Source: an optimization exercise on an open RTL-to-GDS flow (aim: small area, a short achievable clock period and few clock cycles per item). Production flows keep margins and buffers that such runs may drop. RTL that was checked went through simulation tests only; none was proved equivalent to the original. No activity file was given, so power comes from the tool's default toggle rates.

==> inputs of build 59 <==
==> flow/design.v <==
module muldiv_sequencer (
  input  logic        CLK,
  input  logic        RESET_N,
  input  logic        START,
  input  logic        ABORT,
  input  logic [2:0]  OP,
  input  logic [63:0] X,
  input  logic [63:0] Y,
  output logic        BUSY,
  output logic        DONE,
  output logic [63:0] RESULT
);
  localparam int K  = 8;           
  localparam int NM = 64 / K;      
  localparam int W  = 74;          
  typedef enum logic [2:0] {
    IDLE   = 3'd0,
    MUL    = 3'd1,
    MFIN   = 3'd2,
    DNEG   = 3'd3,
    DSHIFT = 3'd4,
    DIV    = 3'd5,
    FIX    = 3'd6
  } state_e;
  state_e      state_q, state_d;
  logic [5:0]  cnt_q, cnt_d;
  logic [2:0]  op_q, op_d;
  logic [63:0] m_q, m_d;           
  logic [65:0] s_q, s_d;           
  logic [65:0] c_q, c_d;           
  logic [63:0] lo_q, lo_d;         
  logic [K-1:0] ls_q, ls_d;        
  logic [K-1:0] lc_q, lc_d;        
  logic        cy_q, cy_d;         
  logic [11:0] bo_q, bo_d;         
  logic        xs_q, xs_d;         
  logic        cor_q, cor_d;       
  logic        xneg_q, xneg_d;
  logic        yneg_q, yneg_d;
  logic        yz_q, yz_d;
  logic [5:0]  px_q, px_d;         
  logic [5:0]  py_q, py_d;         
  logic        busy_q, busy_d;
  logic        done_q, done_d;
  logic is_div, q_res, mulh, mulhsu, mul_lo;
  assign is_div = op_q[2];
  assign q_res  = ~op_q[1];                  
  assign mulh   = (op_q == 3'd1);
  assign mulhsu = (op_q == 3'd2);
  assign mul_lo = (op_q == 3'd0);
  logic div_signed;
  assign div_signed = ~op_q[0];              
  function automatic logic [6:0] topbit(input logic [63:0] v);
    logic [5:0] pos [64];
    logic       nz  [64];
    for (int i = 0; i < 64; i++) begin
      pos[i] = 6'd0;
      nz[i]  = v[i];
    end
    for (int l = 0; l < 6; l++) begin
      for (int i = 0; i < (32 >> l); i++) begin
        pos[i] = nz[2*i+1] ? (pos[2*i+1] | 6'(1 << l)) : pos[2*i];
        nz[i]  = nz[2*i+1] | nz[2*i];
      end
    end
    topbit = {nz[0], pos[0]};
  endfunction
  function automatic logic [2*W-1:0] csa(input logic [W-1:0] a, input logic [W-1:0] b,
                                         input logic [W-1:0] c);
    logic [W-1:0] sm, cr;
    sm  = a ^ b ^ c;
    cr  = ((a & b) | (a & c) | (b & c)) << 1;
    csa = {cr, sm};
  endfunction
  logic [W-1:0]  rows [4];
  logic [W-1:0]  nrow;
  logic [W-1:0]  ts, tc;
  logic [K:0]    lres;
  logic [71:0]   mf_s, mf_c;
  logic [72:0]   mfin;
  function automatic logic [11:0] booth(input logic [8:0] v);
    logic y0, y1, y2;
    for (int i = 0; i < 4; i++) begin
      y0 = v[2*i];
      y1 = v[2*i+1];
      y2 = v[2*i+2];
      booth[3*i]   = y1 ^ y0;
      booth[3*i+1] = (y2 & ~y1 & ~y0) | (~y2 & y1 & y0);
      booth[3*i+2] = y2;
    end
  endfunction
  always_comb begin
    logic [66:0] xe;
    logic [66:0] pp;
    logic        one, two, neg;
    xe   = {{3{xs_q & m_q[63]}}, m_q};
    nrow = W'(1) << 65 | W'(1) << 67 | W'(1) << 69 | W'(1) << 71;
    for (int i = 0; i < 4; i++) begin
      one = bo_q[3*i];
      two = bo_q[3*i+1];
      neg = bo_q[3*i+2];
      pp  = (({67{one}} & xe) | ({67{two}} & {xe[65:0], 1'b0})) ^ {67{neg}};
      pp[66] = ~pp[66];
      rows[i] = W'(pp) << (2 * i);
      nrow[2*i] = neg;
    end
  end
  logic [W-1:0] p0, p1, a0, a1, a2, a3, b0, b1;
  assign {p1, p0} = csa(W'(s_q), W'(c_q), nrow);
  assign {a1, a0} = csa(rows[0], rows[1], rows[2]);
  assign {a3, a2} = csa(rows[3], p0, p1);
  assign {b1, b0} = csa(a0, a1, a2);
  assign {tc, ts} = csa(b0, b1, a3);
  assign lres = {1'b0, ls_q} + {1'b0, lc_q} + {{K{1'b0}}, cy_q};
  always_comb begin
    logic [71:0] a, b, c;
    a = {s_q[63:0], ls_q};
    b = {c_q[63:0], lc_q};
    c = {cor_q ? m_q : 64'd0, 8'd0};
    mf_s = a ^ b ^ c;
    mf_c = ((a & b) | (a & c) | (b & c)) << 1;
  end
  assign mfin = {1'b0, mf_s} + {1'b0, mf_c} + {72'd0, cy_q};
  logic [65:0] dsum;
  logic        dge;
  logic [63:0] drem;
  assign dsum = {1'b0, s_q[63:0], lo_q[63]} + {2'b11, m_q} + {65'd0, ~yneg_q};
  assign dge  = ~dsum[65];
  assign drem = dge ? dsum[63:0] : {s_q[62:0], lo_q[63]};
  logic        xneg_in, yneg_in, yz_in;
  logic [6:0]  tx_in, ty_in;
  always_comb begin
    xneg_in = OP[2] & ~OP[0] & X[63];
    yneg_in = OP[2] & ~OP[0] & Y[63];
    yz_in   = (Y == 64'd0);
    tx_in   = topbit(X ^ {64{xneg_in}});
    ty_in   = topbit(Y ^ {64{yneg_in}});
  end
  logic [6:0]  dl;
  logic [5:0]  i0;
  always_comb begin
    dl = {1'b0, px_q} - {1'b0, py_q} + {6'd0, xneg_q};
    i0 = dl[6] ? 6'd0 : dl[5:0];
  end
  logic [127:0] dshift;
  assign dshift = {64'd0, lo_q} << ~i0;
  logic [63:0] neg_in, neg_out;
  assign neg_in  = (state_q == FIX && !q_res) ? s_q[63:0] : lo_q;
  assign neg_out = ~neg_in + 64'd1;
  logic need_fix;
  assign need_fix = q_res ? (xneg_q ^ yneg_q) : xneg_q;
  always_comb begin
    state_d = state_q;
    cnt_d   = cnt_q - 6'd1;
    op_d    = op_q;
    m_d     = m_q;
    s_d     = {2'b0, drem};
    c_d     = tc[W-1:K];
    lo_d    = {lo_q[62:0], dge};
    ls_d    = ts[K-1:0];
    lc_d    = tc[K-1:0];
    cy_d    = lres[K];
    bo_d    = booth(lo_q[15:7]);
    xs_d    = xs_q;
    cor_d   = cor_q;
    xneg_d  = xneg_q;
    yneg_d  = yneg_q;
    yz_d    = yz_q;
    px_d    = px_q;
    py_d    = py_q;
    done_d  = 1'b0;
    case (state_q)
      IDLE: begin
        op_d    = OP;
        m_d     = OP[2] ? Y : X;
        lo_d    = OP[2] ? X : Y;
        s_d     = {1'b1, 65'd0};
        c_d     = 66'd0;
        bo_d    = booth({Y[7:0], 1'b0});
        xs_d    = (OP == 3'd1) | (OP == 3'd2);
        cor_d   = (OP != 3'd1) & Y[63];
        ls_d    = '0;
        lc_d    = '0;
        cy_d    = 1'b0;
        cnt_d   = 6'd0;
        xneg_d  = xneg_in & ~yz_in;
        yneg_d  = yneg_in;
        yz_d    = yz_in;
        px_d    = tx_in[5:0];
        py_d    = ty_in[5:0];
        if (START && !ABORT) begin
          state_d = !OP[2] ? MUL : (xneg_in && !yz_in) ? DNEG : DSHIFT;
        end
      end
      MUL: begin
        s_d     = ts[W-1:K];
        c_d     = tc[W-1:K];
        ls_d    = ts[K-1:0];
        lc_d    = tc[K-1:0];
        cy_d    = lres[K];
        lo_d    = {lres[K-1:0], lo_q[63:K]};
        cnt_d   = cnt_q + 6'd1;
        if (cnt_q[2:0] == 3'(NM - 1)) state_d = MFIN;
      end
      MFIN: begin
        lo_d    = {mfin[K-1:0], lo_q[63:K]};
        s_d     = mul_lo ? {2'b0, mfin[K-1:0], lo_q[63:K]} : {2'b0, mfin[63+K:K]};
        done_d  = 1'b1;
        state_d = IDLE;
      end
      DNEG: begin
        lo_d    = neg_out;
        state_d = DSHIFT;
      end
      DSHIFT: begin
        m_d = m_q ^ {64{~yneg_q}};
        if (yz_q) begin
          s_d     = q_res ? {2'b0, 64'hFFFF_FFFF_FFFF_FFFF} : {2'b0, lo_q};
          done_d  = 1'b1;
          state_d = IDLE;
        end else begin
          s_d     = {2'b0, dshift[127:64]};
          lo_d    = dshift[63:0];
          cnt_d   = i0;
          state_d = DIV;
        end
      end
      DIV: begin
        s_d   = {2'b0, drem};
        lo_d  = {lo_q[62:0], dge};
        cnt_d = cnt_q - 6'd1;
        if (cnt_q == 6'd0) begin
          if (need_fix) begin
            state_d = FIX;
          end else begin
            if (q_res) s_d = {2'b0, lo_q[62:0], dge};
            done_d  = 1'b1;
            state_d = IDLE;
          end
        end
      end
      FIX: begin
        s_d     = {2'b0, neg_out};
        done_d  = 1'b1;
        state_d = IDLE;
      end
      default: begin
        state_d = IDLE;
      end
    endcase
    if (ABORT) begin
      state_d = IDLE;
      done_d  = 1'b0;
    end
    busy_d = (state_d != IDLE);
  end
  always_ff @(posedge CLK or negedge RESET_N) begin
    if (!RESET_N) begin
      state_q <= IDLE;
      busy_q  <= 1'b0;
      done_q  <= 1'b0;
    end else begin
      state_q <= state_d;
      busy_q  <= busy_d;
      done_q  <= done_d;
    end
  end
  always_ff @(posedge CLK) begin
    cnt_q  <= cnt_d;
    op_q   <= op_d;
    m_q    <= m_d;
    s_q    <= s_d;
    c_q    <= c_d;
    lo_q   <= lo_d;
    ls_q   <= ls_d;
    lc_q   <= lc_d;
    cy_q   <= cy_d;
    bo_q   <= bo_d;
    xs_q   <= xs_d;
    cor_q  <= cor_d;
    xneg_q <= xneg_d;
    yneg_q <= yneg_d;
    yz_q   <= yz_d;
    px_q   <= px_d;
    py_q   <= py_d;
  end
  assign BUSY   = busy_q;
  assign DONE   = done_q;
  assign RESULT = s_q[63:0];
endmodule
==> flow/run.sh <==
#!/bin/bash
# synth_recipe.tcl (not shown) runs the flow's synth.tcl, then flattens the netlist and writes it again
# the make line also repeats each setting of config.mk as NAME=value (left out here)
make -C /OpenROAD-flow-scripts/flow DESIGN_CONFIG=/design/flow/config.mk WORK_HOME=/design/flow/orfs CLKGATE_MAP_FILE= SYNTH_SCRIPT=/design/flow/synth_recipe.tcl finish
==> flow/config.mk <==
export PLATFORM = sky130hd
export DESIGN_NAME = muldiv_sequencer
export DESIGN_NICKNAME = muldiv_sequencer
export VERILOG_FILES = /design/flow/design.v
export SDC_FILE = /design/flow/constraint.sdc
export NUM_CORES = 4
export LEC_CHECK = 0
export CAP_MARGIN = 20
export CORE_MARGIN = 2
export CORE_UTILIZATION = 40
export SETUP_SLACK_MARGIN = 4.0
export SLEW_MARGIN = 20
export TNS_END_PERCENT = 5
==> flow/constraint.sdc <==
create_clock -name core_clock -period 8.0 [get_ports {CLK}]
set_input_delay 1.6000 -clock core_clock [delete_from_list [all_inputs] [get_ports {CLK}]]
set_output_delay 1.6000 -clock core_clock [all_outputs]
set_load 0.01 [all_outputs]
==> trial 11 (differences from build 59) <==
--- a/flow/design.v
+++ b/flow/design.v
@@ -29,2 +29,3 @@
   logic [65:0] s_q, s_d;           
+  logic [63:0] r_q, r_d;           
   logic [65:0] c_q, c_d;           
@@ -40,2 +41,4 @@
   logic        yz_q, yz_d;
+  logic        nsel_q, nsel_d;     
+  logic        msel_q, msel_d;     
   logic [5:0]  px_q, px_d;         
@@ -118,3 +121,3 @@
     b = {c_q[63:0], lc_q};
-    c = {cor_q ? m_q : 64'd0, 8'd0};
+    c = {m_q, 8'd0};               
     mf_s = a ^ b ^ c;
@@ -135,15 +138,23 @@
     yz_in   = (Y == 64'd0);
-    tx_in   = topbit(X ^ {64{xneg_in}});
-    ty_in   = topbit(Y ^ {64{yneg_in}});
+    tx_in   = xneg_in ? topbit({~X[62:0], 1'b1}) : topbit(X);
+    ty_in   = yneg_in ? topbit(~Y) : topbit(Y);
   end
   logic [6:0]  dl;
-  logic [5:0]  i0;
   always_comb begin
-    dl = {1'b0, px_q} - {1'b0, py_q} + {6'd0, xneg_q};
-    i0 = dl[6] ? 6'd0 : dl[5:0];
+    dl = {1'b0, px_q} - {1'b0, py_q};
+  end
+  logic [5:0]  sh;
+  logic [63:0] rot, wrap, dsh_hi, dsh_lo;
+  always_comb begin
+    sh   = ~dl[5:0];
+    rot  = m_q;
+    for (int k = 0; k < 6; k++) begin
+      if (sh[k]) rot = (rot << (1 << k)) | (rot >> (64 - (1 << k)));
+    end
+    wrap = ~({64{1'b1}} << sh);
+    dsh_hi = rot & wrap;
+    dsh_lo = rot & ~wrap;
   end
-  logic [127:0] dshift;
-  assign dshift = {64'd0, lo_q} << ~i0;
   logic [63:0] neg_in, neg_out;
-  assign neg_in  = (state_q == FIX && !q_res) ? s_q[63:0] : lo_q;
+  assign neg_in  = nsel_q ? s_q[63:0] : msel_q ? m_q : lo_q;
   assign neg_out = ~neg_in + 64'd1;
@@ -157,2 +168,3 @@
     s_d     = {2'b0, drem};
+    r_d     = neg_out;
     c_d     = tc[W-1:K];
@@ -174,4 +186,4 @@
         op_d    = OP;
-        m_d     = OP[2] ? Y : X;
-        lo_d    = OP[2] ? X : Y;
+        m_d     = X;
+        lo_d    = Y;
         s_d     = {1'b1, 65'd0};
@@ -191,3 +203,3 @@
         if (START && !ABORT) begin
-          state_d = !OP[2] ? MUL : (xneg_in && !yz_in) ? DNEG : DSHIFT;
+          state_d = !OP[2] ? MUL : xneg_in ? DNEG : DSHIFT;
         end
@@ -201,2 +213,3 @@
         lo_d    = {lres[K-1:0], lo_q[63:K]};
+        m_d     = m_q & {64{(cnt_q[2:0] != 3'(NM - 1)) | cor_q}};
         cnt_d   = cnt_q + 6'd1;
@@ -206,3 +219,3 @@
         lo_d    = {mfin[K-1:0], lo_q[63:K]};
-        s_d     = mul_lo ? {2'b0, mfin[K-1:0], lo_q[63:K]} : {2'b0, mfin[63+K:K]};
+        r_d     = mul_lo ? {mfin[K-1:0], lo_q[63:K]} : mfin[63+K:K];
         done_d  = 1'b1;
@@ -211,3 +224,4 @@
       DNEG: begin
-        lo_d    = neg_out;
+        m_d     = yz_q ? m_q : neg_out;
+        lo_d    = lo_q;
         state_d = DSHIFT;
@@ -215,11 +229,20 @@
       DSHIFT: begin
-        m_d = m_q ^ {64{~yneg_q}};
+        m_d = lo_q ^ {64{~yneg_q}};
         if (yz_q) begin
-          s_d     = q_res ? {2'b0, 64'hFFFF_FFFF_FFFF_FFFF} : {2'b0, lo_q};
+          r_d     = q_res ? 64'hFFFF_FFFF_FFFF_FFFF : m_q;
           done_d  = 1'b1;
           state_d = IDLE;
+        end else if (dl[6]) begin
+          s_d = {2'b0, m_q};
+          if (!q_res && xneg_q) begin
+            state_d = FIX;
+          end else begin
+            r_d     = q_res ? 64'd0 : m_q;
+            done_d  = 1'b1;
+            state_d = IDLE;
+          end
         end else begin
-          s_d     = {2'b0, dshift[127:64]};
-          lo_d    = dshift[63:0];
-          cnt_d   = i0;
+          s_d     = {2'b0, dsh_hi};
+          lo_d    = dsh_lo;
+          cnt_d   = dl[5:0];
           state_d = DIV;
@@ -235,3 +258,3 @@
           end else begin
-            if (q_res) s_d = {2'b0, lo_q[62:0], dge};
+            r_d     = q_res ? {lo_q[62:0], dge} : drem;
             done_d  = 1'b1;
@@ -242,3 +265,2 @@
       FIX: begin
-        s_d     = {2'b0, neg_out};
         done_d  = 1'b1;
@@ -250,2 +272,3 @@
     endcase
+    busy_d = ~ABORT & ((state_q == IDLE) ? START : ~done_d & (state_q != 3'd7));
     if (ABORT) begin
@@ -254,3 +277,4 @@
     end
-    busy_d = (state_d != IDLE);
+    nsel_d = (state_d == FIX) & ~q_res;
+    msel_d = (state_d == DNEG);
   end
@@ -272,2 +296,3 @@
     s_q    <= s_d;
+    r_q    <= r_d;
     c_q    <= c_d;
@@ -283,2 +308,4 @@
     yz_q   <= yz_d;
+    nsel_q <= nsel_d;
+    msel_q <= msel_d;
     px_q   <= px_d;
@@ -288,3 +315,3 @@
   assign DONE   = done_q;
-  assign RESULT = s_q[63:0];
+  assign RESULT = r_q;
 endmodule
--- a/flow/config.mk
+++ b/flow/config.mk
@@ -8,5 +8,8 @@
 export CAP_MARGIN = 20
+export CELL_PAD_IN_SITES_DETAIL_PLACEMENT = 1
+export CELL_PAD_IN_SITES_GLOBAL_PLACEMENT = 2
 export CORE_MARGIN = 2
-export CORE_UTILIZATION = 40
-export SETUP_SLACK_MARGIN = 4.0
+export CORE_UTILIZATION = 30
+export PLACE_DENSITY = 0.45
+export SETUP_SLACK_MARGIN = 4.5
 export SLEW_MARGIN = 20
==> trial 22 (differences from build 59) <==
--- a/flow/design.v
+++ b/flow/design.v
@@ -29,2 +29,3 @@
   logic [65:0] s_q, s_d;           
+  logic [63:0] r_q, r_d;           
   logic [65:0] c_q, c_d;           
@@ -40,2 +41,4 @@
   logic        yz_q, yz_d;
+  logic        nsel_q, nsel_d;     
+  logic        msel_q, msel_d;     
   logic [5:0]  px_q, px_d;         
@@ -118,3 +121,3 @@
     b = {c_q[63:0], lc_q};
-    c = {cor_q ? m_q : 64'd0, 8'd0};
+    c = {m_q, 8'd0};               
     mf_s = a ^ b ^ c;
@@ -135,15 +138,23 @@
     yz_in   = (Y == 64'd0);
-    tx_in   = topbit(X ^ {64{xneg_in}});
-    ty_in   = topbit(Y ^ {64{yneg_in}});
+    tx_in   = xneg_in ? topbit(~X) : topbit(X);
+    ty_in   = yneg_in ? topbit(~Y) : topbit(Y);
   end
   logic [6:0]  dl;
-  logic [5:0]  i0;
   always_comb begin
     dl = {1'b0, px_q} - {1'b0, py_q} + {6'd0, xneg_q};
-    i0 = dl[6] ? 6'd0 : dl[5:0];
   end
-  logic [127:0] dshift;
-  assign dshift = {64'd0, lo_q} << ~i0;
+  logic [5:0]  sh;
+  logic [63:0] rot, wrap, dsh_hi, dsh_lo;
+  always_comb begin
+    sh   = ~dl[5:0];
+    rot  = m_q;
+    for (int k = 0; k < 6; k++) begin
+      if (sh[k]) rot = (rot << (1 << k)) | (rot >> (64 - (1 << k)));
+    end
+    wrap = ~({64{1'b1}} << sh);
+    dsh_hi = rot & wrap;
+    dsh_lo = rot & ~wrap;
+  end
   logic [63:0] neg_in, neg_out;
-  assign neg_in  = (state_q == FIX && !q_res) ? s_q[63:0] : lo_q;
+  assign neg_in  = nsel_q ? s_q[63:0] : msel_q ? m_q : lo_q;
   assign neg_out = ~neg_in + 64'd1;
@@ -157,2 +168,3 @@
     s_d     = {2'b0, drem};
+    r_d     = neg_out;
     c_d     = tc[W-1:K];
@@ -174,4 +186,4 @@
         op_d    = OP;
-        m_d     = OP[2] ? Y : X;
-        lo_d    = OP[2] ? X : Y;
+        m_d     = X;
+        lo_d    = Y;
         s_d     = {1'b1, 65'd0};
@@ -191,3 +203,3 @@
         if (START && !ABORT) begin
-          state_d = !OP[2] ? MUL : (xneg_in && !yz_in) ? DNEG : DSHIFT;
+          state_d = !OP[2] ? MUL : xneg_in ? DNEG : DSHIFT;
         end
@@ -201,2 +213,3 @@
         lo_d    = {lres[K-1:0], lo_q[63:K]};
+        m_d     = m_q & {64{(cnt_q[2:0] != 3'(NM - 1)) | cor_q}};
         cnt_d   = cnt_q + 6'd1;
@@ -206,3 +219,3 @@
         lo_d    = {mfin[K-1:0], lo_q[63:K]};
-        s_d     = mul_lo ? {2'b0, mfin[K-1:0], lo_q[63:K]} : {2'b0, mfin[63+K:K]};
+        r_d     = mul_lo ? {mfin[K-1:0], lo_q[63:K]} : mfin[63+K:K];
         done_d  = 1'b1;
@@ -211,3 +224,4 @@
       DNEG: begin
-        lo_d    = neg_out;
+        m_d     = yz_q ? m_q : neg_out;
+        lo_d    = lo_q;
         state_d = DSHIFT;
@@ -215,11 +229,20 @@
       DSHIFT: begin
-        m_d = m_q ^ {64{~yneg_q}};
+        m_d = lo_q ^ {64{~yneg_q}};
         if (yz_q) begin
-          s_d     = q_res ? {2'b0, 64'hFFFF_FFFF_FFFF_FFFF} : {2'b0, lo_q};
+          r_d     = q_res ? 64'hFFFF_FFFF_FFFF_FFFF : m_q;
           done_d  = 1'b1;
           state_d = IDLE;
+        end else if (dl[6]) begin
+          s_d = {2'b0, m_q};
+          if (!q_res && xneg_q) begin
+            state_d = FIX;
+          end else begin
+            r_d     = q_res ? 64'd0 : m_q;
+            done_d  = 1'b1;
+            state_d = IDLE;
+          end
         end else begin
-          s_d     = {2'b0, dshift[127:64]};
-          lo_d    = dshift[63:0];
-          cnt_d   = i0;
+          s_d     = {2'b0, dsh_hi};
+          lo_d    = dsh_lo;
+          cnt_d   = dl[5:0];
           state_d = DIV;
@@ -235,3 +258,3 @@
           end else begin
-            if (q_res) s_d = {2'b0, lo_q[62:0], dge};
+            r_d     = q_res ? {lo_q[62:0], dge} : drem;
             done_d  = 1'b1;
@@ -242,3 +265,2 @@
       FIX: begin
-        s_d     = {2'b0, neg_out};
         done_d  = 1'b1;
@@ -250,2 +272,3 @@
     endcase
+    busy_d = ~ABORT & ((state_q == IDLE) ? START : ~done_d & (state_q != 3'd7));
     if (ABORT) begin
@@ -254,3 +277,4 @@
     end
-    busy_d = (state_d != IDLE);
+    nsel_d = (state_d == FIX) & ~q_res;
+    msel_d = (state_d == DNEG);
   end
@@ -272,2 +296,3 @@
     s_q    <= s_d;
+    r_q    <= r_d;
     c_q    <= c_d;
@@ -283,2 +308,4 @@
     yz_q   <= yz_d;
+    nsel_q <= nsel_d;
+    msel_q <= msel_d;
     px_q   <= px_d;
@@ -288,3 +315,3 @@
   assign DONE   = done_q;
-  assign RESULT = s_q[63:0];
+  assign RESULT = r_q;
 endmodule
--- a/flow/config.mk
+++ b/flow/config.mk
@@ -8,5 +8,8 @@
 export CAP_MARGIN = 20
+export CELL_PAD_IN_SITES_DETAIL_PLACEMENT = 1
+export CELL_PAD_IN_SITES_GLOBAL_PLACEMENT = 2
 export CORE_MARGIN = 2
-export CORE_UTILIZATION = 40
-export SETUP_SLACK_MARGIN = 4.0
+export CORE_UTILIZATION = 30
+export PLACE_DENSITY = 0.45
+export SETUP_SLACK_MARGIN = 4.5
 export SLEW_MARGIN = 20
==> qor summary <==
                                                                build 59     trial 22     trial 11
Status                                          timing/DRC/antenna clean  timing/DRC/antenna clean  timing/DRC/antenna clean
Total standard cell area after synthesis                      53370 um^2   52900 um^2   52190 um^2
Synthesized-area fraction occupied by and/or/nand/nor cells       0.1739       0.1647       0.1522
Crit-path slowest cell                                            nor2_1         fa_4         fa_4
Overall power                                                  0.03079 W    0.03116 W    0.02949 W
Via count                                                          65620        58910        58170
Time the final worst path needs with I/O delays and setup        4878 ps      4371 ps      4263 ps
Switching pwr                                                  0.01835 W    0.01762 W    0.01675 W
Remaining max-slew budget at the tightest pin                    0.06298       0.1838       0.2618
Vias in the first global route                                     60220        59470        57610
Placed Cells incl. Taps                                             8679         8941         8844
Core Box Area                                                133000 um^2  175700 um^2  173400 um^2
Part of the total power dissipated in sequential elements          0.090        0.112        0.118
Count of filler cells inserted in the layout                       13230        20510        20400
Cell count of the worst hold path                                      3            2            1
Met3 capacity usage during global routing                         0.2646      0.07416       0.1009
Number of flops mapped to enable cells by yosys                       84          148          148
Endpoint of the worst hold-timing path                          cnt_q[5]     bo_q[11]     cnt_q[0]
Metal-1 WL                                                     139300 um    151600 um    157300 um
CP Buf/Inv Count                                                       5            3            2
Worst Hold Margin                                               536.4 ps     635.4 ps     579.5 ps
Leakage component of the power                                  25.97 nW     25.85 nW     25.37 nW
Testbench counts of trial 11, summed over its fixed seeds: cycles 36,078, ops 3,200.
Testbench counts of trial 22, summed over its fixed seeds: cycles 36,078, ops 3,200.
No functional check of the RTL was part of build 59.

==> what the ideal ports hide <==
How much do the figures lean on ideal ports? The routed layouts below were timed once more, with nothing changed but the port constraints.
Step 1 sets driving cells, clkbuf_16 on the clock port and buf_2 on the other inputs (assumed; they add their load-dependent delay and slew).
Step 2, shift: input delay + t, output delay - t, t = (earliest + latest rising clock arrival at the registers) / 2. This alone moves slack from input paths to output paths.
Three values: ideal, step 1, step 2; two values: the first two.
run | t (ns) | slack for setup (ns) | worst setup path at the end
build 59 | 0.792 | 3.122 / 3.122 / 2.814 | input to register
trial 11 | 0.807 | 3.737 / 3.737 / 3.215 | input to register
trial 22 | 0.821 | 3.629 / 3.629 / 3.106 | input to register
After both steps setup and hold are still met in every run listed. The setup slack of trial 22, which loses most, moves by 0.000 ns with the drivers and by -0.523 ns with both steps.
